This is an optimization exercise on Yosys and OpenROAD, whose aim is small area, a short achievable clock period and few clock cycles per item, not a production implementation.
The RTL was checked by simulation tests, not by an equivalence proof against the original design.

===== config.mk =====
export PLATFORM = sky130hd
export DESIGN_NAME = quadrature_position_speed_tracker
export DESIGN_NICKNAME = quadrature_position_speed_tracker
export VERILOG_FILES = /design/flow/design.v
export SDC_FILE = /design/flow/constraint.sdc
export NUM_CORES = 4
export LEC_CHECK = 0
export CAP_MARGIN = 20
export CORE_MARGIN = 2
export CORE_UTILIZATION = 40
export PLACE_DENSITY = 0.6
export SLEW_MARGIN = 20

===== constraint.sdc =====
create_clock -name core_clock -period 11.0 [get_ports {clk}]
set_input_delay 2.2000 -clock core_clock [delete_from_list [all_inputs] [get_ports {clk}]]
set_output_delay 2.2000 -clock core_clock [all_outputs]
set_load 0.01 [all_outputs]

===== design.v =====
package qpst_pkg;
  localparam logic [1:0] OP_SPEED = 2'd0;
  localparam logic [1:0] OP_INDEX = 2'd1;
  localparam logic [1:0] OP_CLEAR = 2'd2;
  localparam logic [1:0] OP_POS   = 2'd3;
  localparam int CFG_INDEX_W = 2;
  localparam logic [CFG_INDEX_W-1:0] CFG_CPR      = 2'd0;
  localparam logic [CFG_INDEX_W-1:0] CFG_POLE     = 2'd1;
  localparam logic [CFG_INDEX_W-1:0] CFG_RPM_GAIN = 2'd2;
  localparam logic [CFG_INDEX_W-1:0] CFG_RPS_GAIN = 2'd3;
  localparam logic [20:0] CPR_RESET      = 21'd4096;
  localparam logic [7:0]  POLE_RESET     = 8'd1;
  localparam logic [31:0] RPM_GAIN_RESET = 32'd96000;
  localparam logic [31:0] RPS_GAIN_RESET = 32'd1600;
  typedef struct packed {
    logic [1:0]  operation;
    logic [15:0] counter_value;
  } in_t;
  typedef struct packed {
    logic signed [31:0] total_count;
    logic signed [15:0] delta_count;
    logic               direction;
    logic signed [31:0] shaft_rpm;
    logic signed [31:0] shaft_rps;
    logic [15:0]        mech_angle;
    logic [15:0]        elec_angle;
    logic [31:0]        index_count;
  } out_t;
  typedef enum logic [3:0] {
    CMD_NONE,
    CMD_UPDATE,
    CMD_MUL_RPM,
    CMD_MUL_RPS,
    CMD_SAT_RPS,
    CMD_DIV_INIT,
    CMD_MOD_STEP,
    CMD_FIX,
    CMD_FRAC_STEP,
    CMD_ELEC
  } cmd_t;
  typedef struct packed {
    cmd_t cmd;
    logic accept;
    logic load_out;
  } ctl_t;
  typedef struct packed {
    logic [1:0] op;
    logic       cpr_zero;
  } sts_t;
endpackage
module qpst_ctrl (
  input  logic             clk,
  input  logic             rst,
  input  logic             sample_valid,
  output logic             sample_ready,
  output logic             result_valid,
  input  logic             result_ready,
  input  qpst_pkg::sts_t   sts,
  output qpst_pkg::ctl_t   ctl
);
  localparam int MOD_CYCLES  = 16;
  localparam int FRAC_CYCLES = 8;
  localparam int CNT_W       = $clog2(MOD_CYCLES);
  localparam logic [CNT_W-1:0] MOD_LAST  = CNT_W'(MOD_CYCLES - 1);
  localparam logic [CNT_W-1:0] FRAC_LAST = CNT_W'(FRAC_CYCLES - 1);
  typedef enum logic [3:0] {
    S_IDLE,
    S_UPDATE,
    S_MUL_RPM,
    S_MUL_RPS,
    S_SAT_RPS,
    S_DIV_INIT,
    S_MOD,
    S_FIX,
    S_FRAC,
    S_ELEC,
    S_DONE
  } state_t;
  state_t           state;
  logic [CNT_W-1:0] cnt;
  assign sample_ready = (state == S_IDLE) && !rst;
  always_comb begin
    ctl.accept   = sample_valid && sample_ready;
    ctl.load_out = (state == S_DONE) && (!result_valid || result_ready);
    case (state)
      S_UPDATE:   ctl.cmd = qpst_pkg::CMD_UPDATE;
      S_MUL_RPM:  ctl.cmd = qpst_pkg::CMD_MUL_RPM;
      S_MUL_RPS:  ctl.cmd = qpst_pkg::CMD_MUL_RPS;
      S_SAT_RPS:  ctl.cmd = qpst_pkg::CMD_SAT_RPS;
      S_DIV_INIT: ctl.cmd = qpst_pkg::CMD_DIV_INIT;
      S_MOD:      ctl.cmd = qpst_pkg::CMD_MOD_STEP;
      S_FIX:      ctl.cmd = qpst_pkg::CMD_FIX;
      S_FRAC:     ctl.cmd = qpst_pkg::CMD_FRAC_STEP;
      S_ELEC:     ctl.cmd = qpst_pkg::CMD_ELEC;
      default:    ctl.cmd = qpst_pkg::CMD_NONE;
    endcase
  end
  always_ff @(posedge clk) begin
    if (rst) begin
      state        <= S_IDLE;
      cnt          <= '0;
      result_valid <= 1'b0;
    end else begin
      if (ctl.load_out) begin
        result_valid <= 1'b1;
      end else if (result_ready) begin
        result_valid <= 1'b0;
      end
      case (state)
        S_IDLE: begin
          if (ctl.accept) begin
            state <= S_UPDATE;
          end
        end
        S_UPDATE: begin
          state <= (sts.op == qpst_pkg::OP_SPEED) ? S_MUL_RPM : S_DIV_INIT;
        end
        S_MUL_RPM: state <= S_MUL_RPS;
        S_MUL_RPS: state <= S_SAT_RPS;
        S_SAT_RPS: state <= S_DIV_INIT;
        S_DIV_INIT: begin
          cnt   <= '0;
          state <= sts.cpr_zero ? S_ELEC : S_MOD;
        end
        S_MOD: begin
          if (cnt == MOD_LAST) begin
            cnt   <= '0;
            state <= S_FIX;
          end else begin
            cnt <= cnt + 1'b1;
          end
        end
        S_FIX: state <= S_FRAC;
        S_FRAC: begin
          if (cnt == FRAC_LAST) begin
            cnt   <= '0;
            state <= S_ELEC;
          end else begin
            cnt <= cnt + 1'b1;
          end
        end
        S_ELEC: state <= S_DONE;
        S_DONE: begin
          if (ctl.load_out) begin
            state <= S_IDLE;
          end
        end
        default: state <= S_IDLE;
      endcase
    end
  end
endmodule
module qpst_dpath #(
  parameter int COUNTER_WIDTH = 16
) (
  input  logic                             clk,
  input  logic                             rst,
  input  qpst_pkg::ctl_t                   ctl,
  output qpst_pkg::sts_t                   sts,
  input  qpst_pkg::in_t                    sample,
  input  logic                             cfg_we,
  input  logic [qpst_pkg::CFG_INDEX_W-1:0] cfg_index,
  input  logic [31:0]                      cfg_data,
  output qpst_pkg::out_t                   result
);
  localparam int SW = (COUNTER_WIDTH < 16) ? COUNTER_WIDTH : 16;
  logic [20:0] cpr;
  logic [7:0]  pp;
  logic [31:0] rpm_gain;
  logic [31:0] rps_gain;
  logic [1:0]    op;
  logic [SW-1:0] cur;
  logic [SW-1:0] prev;
  logic [31:0]   total;
  logic [15:0]   last_delta;
  logic          dir;
  logic [31:0]   rpm;
  logic [31:0]   rps;
  logic [31:0]   index_pulses;
  logic [31:0] mag;
  logic        neg;
  logic [63:0] prod;
  logic        tneg;
  logic [31:0] dvd;
  logic [20:0] rem;
  logic [15:0] quo;
  logic [15:0] elec;
  logic [COUNTER_WIDTH-1:0] diff;
  logic [31:0]              dx;
  logic                     b1;
  logic                     b0;
  logic [21:0]              s1;
  logic [21:0]              s2;
  function automatic logic [21:0] div_step(input logic [20:0] r, input logic b,
                                           input logic [20:0] c);
    logic [21:0] t;
    logic [21:0] d;
    t = {r, b};
    d = t - {1'b0, c};
    if (t >= {1'b0, c}) begin
      div_step = {1'b1, d[20:0]};
    end else begin
      div_step = {1'b0, t[20:0]};
    end
  endfunction
  function automatic logic [31:0] sat_speed(input logic [63:0] p, input logic n);
    logic [63:0] q;
    q = (p + 64'd128) >> 8;
    if (n) begin
      if (q >= 64'h0000_0000_8000_0000) begin
        sat_speed = 32'h8000_0000;
      end else begin
        sat_speed = 32'd0 - q[31:0];
      end
    end else begin
      if (q > 64'h0000_0000_7FFF_FFFF) begin
        sat_speed = 32'h7FFF_FFFF;
      end else begin
        sat_speed = q[31:0];
      end
    end
  endfunction
  assign diff = COUNTER_WIDTH'(cur) - COUNTER_WIDTH'(prev);
  assign dx   = 32'($signed(diff));
  assign b1 = (ctl.cmd == qpst_pkg::CMD_MOD_STEP) ? dvd[31] : 1'b0;
  assign b0 = (ctl.cmd == qpst_pkg::CMD_MOD_STEP) ? dvd[30] : 1'b0;
  assign s1 = div_step(rem, b1, cpr);
  assign s2 = div_step(s1[20:0], b0, cpr);
  assign sts.op       = op;
  assign sts.cpr_zero = (cpr == '0);
  always_ff @(posedge clk) begin
    if (rst) begin
      cpr      <= qpst_pkg::CPR_RESET;
      pp       <= qpst_pkg::POLE_RESET;
      rpm_gain <= qpst_pkg::RPM_GAIN_RESET;
      rps_gain <= qpst_pkg::RPS_GAIN_RESET;
    end else if (cfg_we) begin
      case (cfg_index)
        qpst_pkg::CFG_CPR:      cpr      <= cfg_data[20:0];
        qpst_pkg::CFG_POLE:     pp       <= cfg_data[7:0];
        qpst_pkg::CFG_RPM_GAIN: rpm_gain <= cfg_data;
        qpst_pkg::CFG_RPS_GAIN: rps_gain <= cfg_data;
        default: ;
      endcase
    end
  end
  always_ff @(posedge clk) begin
    if (rst) begin
      prev         <= '0;
      total        <= '0;
      last_delta   <= '0;
      dir          <= 1'b0;
      rpm          <= '0;
      rps          <= '0;
      index_pulses <= '0;
    end else begin
      case (ctl.cmd)
        qpst_pkg::CMD_UPDATE: begin
          case (op)
            qpst_pkg::OP_SPEED: begin
              last_delta <= dx[15:0];
              total      <= total + dx;
              prev       <= cur;
              dir        <= dx[31];
            end
            qpst_pkg::OP_INDEX: begin
              index_pulses <= index_pulses + 32'd1;
            end
            qpst_pkg::OP_CLEAR: begin
              prev         <= '0;
              total        <= '0;
              last_delta   <= '0;
              rpm          <= '0;
              rps          <= '0;
              index_pulses <= '0;
            end
            default: begin
              total <= total + dx;
              prev  <= cur;
            end
          endcase
        end
        qpst_pkg::CMD_MUL_RPS: rpm <= sat_speed(prod, neg);
        qpst_pkg::CMD_SAT_RPS: rps <= sat_speed(prod, neg);
        default: ;
      endcase
    end
  end
  always_ff @(posedge clk) begin
    if (ctl.accept) begin
      op  <= sample.operation;
      cur <= sample.counter_value[SW-1:0];
    end
    case (ctl.cmd)
      qpst_pkg::CMD_UPDATE: begin
        neg <= dx[31];
        mag <= dx[31] ? (32'd0 - dx) : dx;
      end
      qpst_pkg::CMD_MUL_RPM: prod <= mag * rpm_gain;
      qpst_pkg::CMD_MUL_RPS: prod <= mag * rps_gain;
      qpst_pkg::CMD_DIV_INIT: begin
        tneg <= total[31];
        dvd  <= total[31] ? (32'd0 - total) : total;
        rem  <= '0;
        quo  <= '0;
      end
      qpst_pkg::CMD_MOD_STEP: begin
        dvd <= {dvd[29:0], 2'b00};
        rem <= s2[20:0];
      end
      qpst_pkg::CMD_FIX: begin
        if (tneg && (rem != '0)) begin
          rem <= cpr - rem;
        end
      end
      qpst_pkg::CMD_FRAC_STEP: begin
        rem <= s2[20:0];
        quo <= {quo[13:0], s1[21], s2[21]};
      end
      qpst_pkg::CMD_ELEC: elec <= 16'(quo * pp);
      default: ;
    endcase
    if (ctl.load_out) begin
      result.total_count <= total;
      result.delta_count <= last_delta;
      result.direction   <= dir;
      result.shaft_rpm   <= rpm;
      result.shaft_rps   <= rps;
      result.mech_angle  <= quo;
      result.elec_angle  <= elec;
      result.index_count <= index_pulses;
    end
  end
endmodule
module quadrature_position_speed_tracker (
  input  logic                             clk,
  input  logic                             rst,
  input  logic                             sample_valid,
  output logic                             sample_ready,
  input  logic [1:0]                       sample_op,
  input  logic [15:0]                      sample_count,
  output logic                             result_valid,
  input  logic                             result_ready,
  output logic [31:0]                      result_total_count,
  output logic [15:0]                      result_delta_count,
  output logic                             result_direction,
  output logic [31:0]                      result_shaft_rpm,
  output logic [31:0]                      result_shaft_rps,
  output logic [15:0]                      result_mech_angle,
  output logic [15:0]                      result_elec_angle,
  output logic [31:0]                      result_index_count,
  input  logic                             cfg_valid,
  output logic                             cfg_ready,
  input  logic [1:0]                       cfg_index,
  input  logic [31:0]                      cfg_data
);
  localparam int COUNTER_WIDTH = 16;
  qpst_pkg::ctl_t ctl;
  qpst_pkg::sts_t sts;
  qpst_pkg::in_t  sample;
  qpst_pkg::out_t result;
  logic           cfg_we;
  assign sample.operation     = sample_op;
  assign sample.counter_value = sample_count;
  assign result_total_count = result.total_count;
  assign result_delta_count = result.delta_count;
  assign result_direction   = result.direction;
  assign result_shaft_rpm   = result.shaft_rpm;
  assign result_shaft_rps   = result.shaft_rps;
  assign result_mech_angle  = result.mech_angle;
  assign result_elec_angle  = result.elec_angle;
  assign result_index_count = result.index_count;
  assign cfg_ready = !rst;
  assign cfg_we    = cfg_valid && cfg_ready;
  qpst_ctrl u_ctrl (
    .clk          (clk),
    .rst          (rst),
    .sample_valid (sample_valid),
    .sample_ready (sample_ready),
    .result_valid (result_valid),
    .result_ready (result_ready),
    .sts          (sts),
    .ctl          (ctl)
  );
  qpst_dpath #(
    .COUNTER_WIDTH (COUNTER_WIDTH)
  ) u_dpath (
    .clk       (clk),
    .rst       (rst),
    .ctl       (ctl),
    .sts       (sts),
    .sample    (sample),
    .cfg_we    (cfg_we),
    .cfg_index (cfg_index),
    .cfg_data  (cfg_data),
    .result    (result)
  );
endmodule

===== run.sh =====
#!/bin/bash
# synth_recipe.tcl (not shown) runs the flow's synth.tcl, then flattens the netlist and writes it again
# the make line also repeats each setting of config.mk as NAME=value (left out here)
make -C /OpenROAD-flow-scripts/flow DESIGN_CONFIG=/design/flow/config.mk WORK_HOME=/design/flow/orfs CLKGATE_MAP_FILE= SYNTH_SCRIPT=/design/flow/synth_recipe.tcl finish

==> results.cfg <==
[drt]
wl_mm = 240
drtIter0Drc = 4384
drt_first_pass_iters = 6
viasPerCell = 5.22
wl_per_cell_um = 20.4
drcViolationCount = 0
vias = 61314
antenna_left = 0

[floorplan]
std_cell_rows = 168
dieArea_sq_um = 214000
die_h_um = 462
core_sq_um = 209000
start_util = 0.402
die_w_um = 462
io_pins = 237

[worst_setup_path]
path_buf_inv = 7
cp.required_ns = 11.42
crit_type = flip-flop to flip-flop
worstPathMaxFanout = 14
worstSetupStartpointType = flip-flop
cp.arrival_ns = 10.06
reg2reg_to = u_dpath.prod[57]
path_delay_family = adder cells
r2r_cells = 26
critPathMaxStageDelay_ns = 0.85
crit_path_frequent_cell = fa_1
end_kind = flip-flop
worstReg2RegStart = u_dpath.mag[16]
r2r_slack_ns = 1.36
cpMaxStageDelayCell = edfxtp_1

[grt]
overflow = 0
grt_pass1_vias = 64949
track_usage = 0.227
antenna_found_initial = 13
grt_max_degree = 129
grt_pass1_wl_mm = 380

[clocking]
clock_sinks = 623
hold_buffers = 0
worstSkewPairLatency_ns = 0.71
cts_resized = 0
h-tree-depth = 3
cts_buffers = 69
cts_buffer_depth = 3
cts_tree = built
post_cts_buffers = 0
path_clk_slew_ns = 0.06
cts-root-buf = clkbuf_16

[finish]
drive_above_1_share = 0.0340
syn2layout_area_growth_pct = 9.31
finalNetCount = 11036
n_fill_cell = 20083
fin_util = 0.439

[sta]
slew_headroom = 0.244
finalSetupTns_ns = 0
timing.fmax_mhz = 104
hold_slack_ns = 0.420
final.period_utilization = 0.876
drv_slew = 0
skew_ns = 0.0458
finalCriticalPeriod_ns = 9.64
setup_viol = 0
worst_slew_pin_slew_ns = 1.13
finalHoldViolCount = 0
rsz0062_at_grt = false

[synth]
synth_common_cells = inv_1, fa_1, nand2_1, and2_1, ha_1
synthFlopType = edfxtp_1
syn_inst = 8825
ys_seq_area_frac = 0.191
synth.most_common_cell = inv_1
synth_seq_cells = 623
yosys_warnings = 2
yosys.area.top_type_share = 0.340
synth_area_sq_um = 84000
yosysUniqueCellTypes = 91
synth_edf_count = 356
ys_top_cells_by_area = fa_1, edfxtp_1, ha_1
syn_nets = 10971
synth_top_area_cell = fa_1
async_reset_ff_frac = 0
avgSynthCellArea_sq_um = 9.52

[worst_hold_path]
whs_path_depth = 0
worst_hold_path.endpoint = u_dpath.result[37]
hold_class = flip-flop to flip-flop
hold_start = u_dpath.elec[5]

[placed_design]
hpwl_mm = 199
port_buffers = 236
gp_congestion = 0.966

[status]
run_status = no timing/DRC/antenna violations

[flow_run]
max-cap-violations = 0
==> worst max-delay path by stage <==
stage | from | endpoint | slack [ns] | cells past startpoint
after detailed placement | u_dpath.mag[16] | u_dpath.prod[56] | 1.34 | 28
final | u_dpath.mag[16] | u_dpath.prod[57] | 1.36 | 26
after CTS | u_dpath.mag[16] | u_dpath.prod[56] | 1.31 | 28
after floorplan | result_ready | u_dpath.result[0] | 0.15 | 2
after global routing | u_dpath.mag[16] | u_dpath.prod[57] | 0.86 | 26
after global placement | u_dpath.mag[16] | u_dpath.prod[56] | 1.44 | 28
==> metrics by stage <==
step	instances	worst slack, ns	cell area, sq um
final	11757	1.36	91800
after global routing	11756	0.860	91800
after CTS	11750	1.31	91800
after detailed placement	11622	1.34	89500
after global placement	11622	1.44	89500
after floorplan	8825	0.153	84000
==> kinds of logic after synthesis <==
logic type | after synthesis | share of synthesized area
xor gates and xnor gates | 341 | 0.0355
other | 1 | 0.0000446
muxes | 52 | 0.00639
AOI/OAI and AO/OA | 1154 | 0.0867
and+or+nand+nor | 2586 | 0.153
DFF | 623 | 0.191
buffers and inverters | 1979 | 0.0890
adders and majority gates | 2089 | 0.438
==> layout by cell type, fill, tap and decap left out, types with 25 or more instances in the layout <==
| master | instances |
|---|---|
| a211oi_1 | 25 |
| a21o_1 | 110 |
| a21oi_1 | 390 |
| a22oi_1 | 82 |
| a31oi_1 | 32 |
| and2_1 | 736 |
| and3_1 | 51 |
| buf_4 | 129 |
| clkbuf_16 | 71 |
| clkdlybuf4s50_1 | 235 |
| dfxtp_1 | 267 |
| edfxtp_1 | 356 |
| fa_1 | 1425 |
| ha_1 | 664 |
| inv_1 | 1603 |
| mux2i_1 | 39 |
| nand2_1 | 1004 |
| nand2b_1 | 42 |
| nand3_1 | 116 |
| nand4_1 | 60 |
| nor2_1 | 320 |
| nor2b_1 | 43 |
| nor3_1 | 58 |
| nor4_1 | 29 |
| o21a_1 | 37 |
| o21ai_0 | 206 |
| o21ai_1 | 29 |
| o21bai_1 | 38 |
| o31ai_1 | 26 |
| or3_1 | 30 |
| xnor2_1 | 174 |
| xor2_1 | 167 |
==> registers in the layout, summed over array words and instances (netlist names), 17 cells and up <==
register,count
u_dpath.dvd,32
u_dpath.prod,57
u_dpath.result,177
u_dpath.cpr,21
u_dpath.rpm_gain,32
u_dpath.rpm,32
u_dpath.rem,21
u_dpath.rps_gain,32
u_dpath.index_pulses,32
u_dpath.mag,17
u_dpath.rps,32
u_dpath.total,32
==> layer usage <==
| metal | wire, um | vias up | global-route usage |
|---|---|---|---|
| met5 | 46 | - | 0 |
| met4 | 6770 | 8 | 0.0640 |
| met3 | 14700 | 337 | 0.0368 |
| met2 | 115000 | 1740 | 0.383 |
| met1 | 104000 | 31201 | 0.300 |
| li1 | - | 28028 | - |
==> layout make-up <==
cell class | instances | area [sq um] | area share
Antenna cell | 5 | 12.5 | 0.000136
Clock buffer | 102 | 1950 | 0.0213
Clock inverter | 26 | 322 | 0.00350
Inverter | 1604 | 6020 | 0.0656
Multi-Input combinational cell | 6223 | 60600 | 0.660
Sequential cell | 623 | 16000 | 0.175
Tap cell | 2805 | 3510 | 0.0382
Timing Repair Buffer | 369 | 3400 | 0.0370
Testbench counts, summed over its fixed seeds: cycles 66,353, items 2,048.

[re-timing with driven ports]
How much do the figures lean on ideal ports? The routed layout below was timed once more, with nothing changed but the port constraints. Step 1: set_driving_cell puts a clkbuf_16 on clk and a buf_2 on each other input, an assumption about the parent block. Step 2 moves the port delays by t, midway between the first and last clock arrival at a register: inputs arrive t later, outputs are due t later. That takes back most of the time a late clock gives input paths. Three values: ideal, step 1, step 2; two values: the first two.
t (ns): 0.776
slack for setup (ns): 1.361 / 1.361 / 1.361
hold WS [ns]: 0.420 / 0.420 / 0.420
clock arrival spread, ns: 0.051 / 0.051
After both steps setup and hold are still met in this run. The setup slack of this run moves by 0.000 ns with the drivers and by 0.000 ns with both steps.
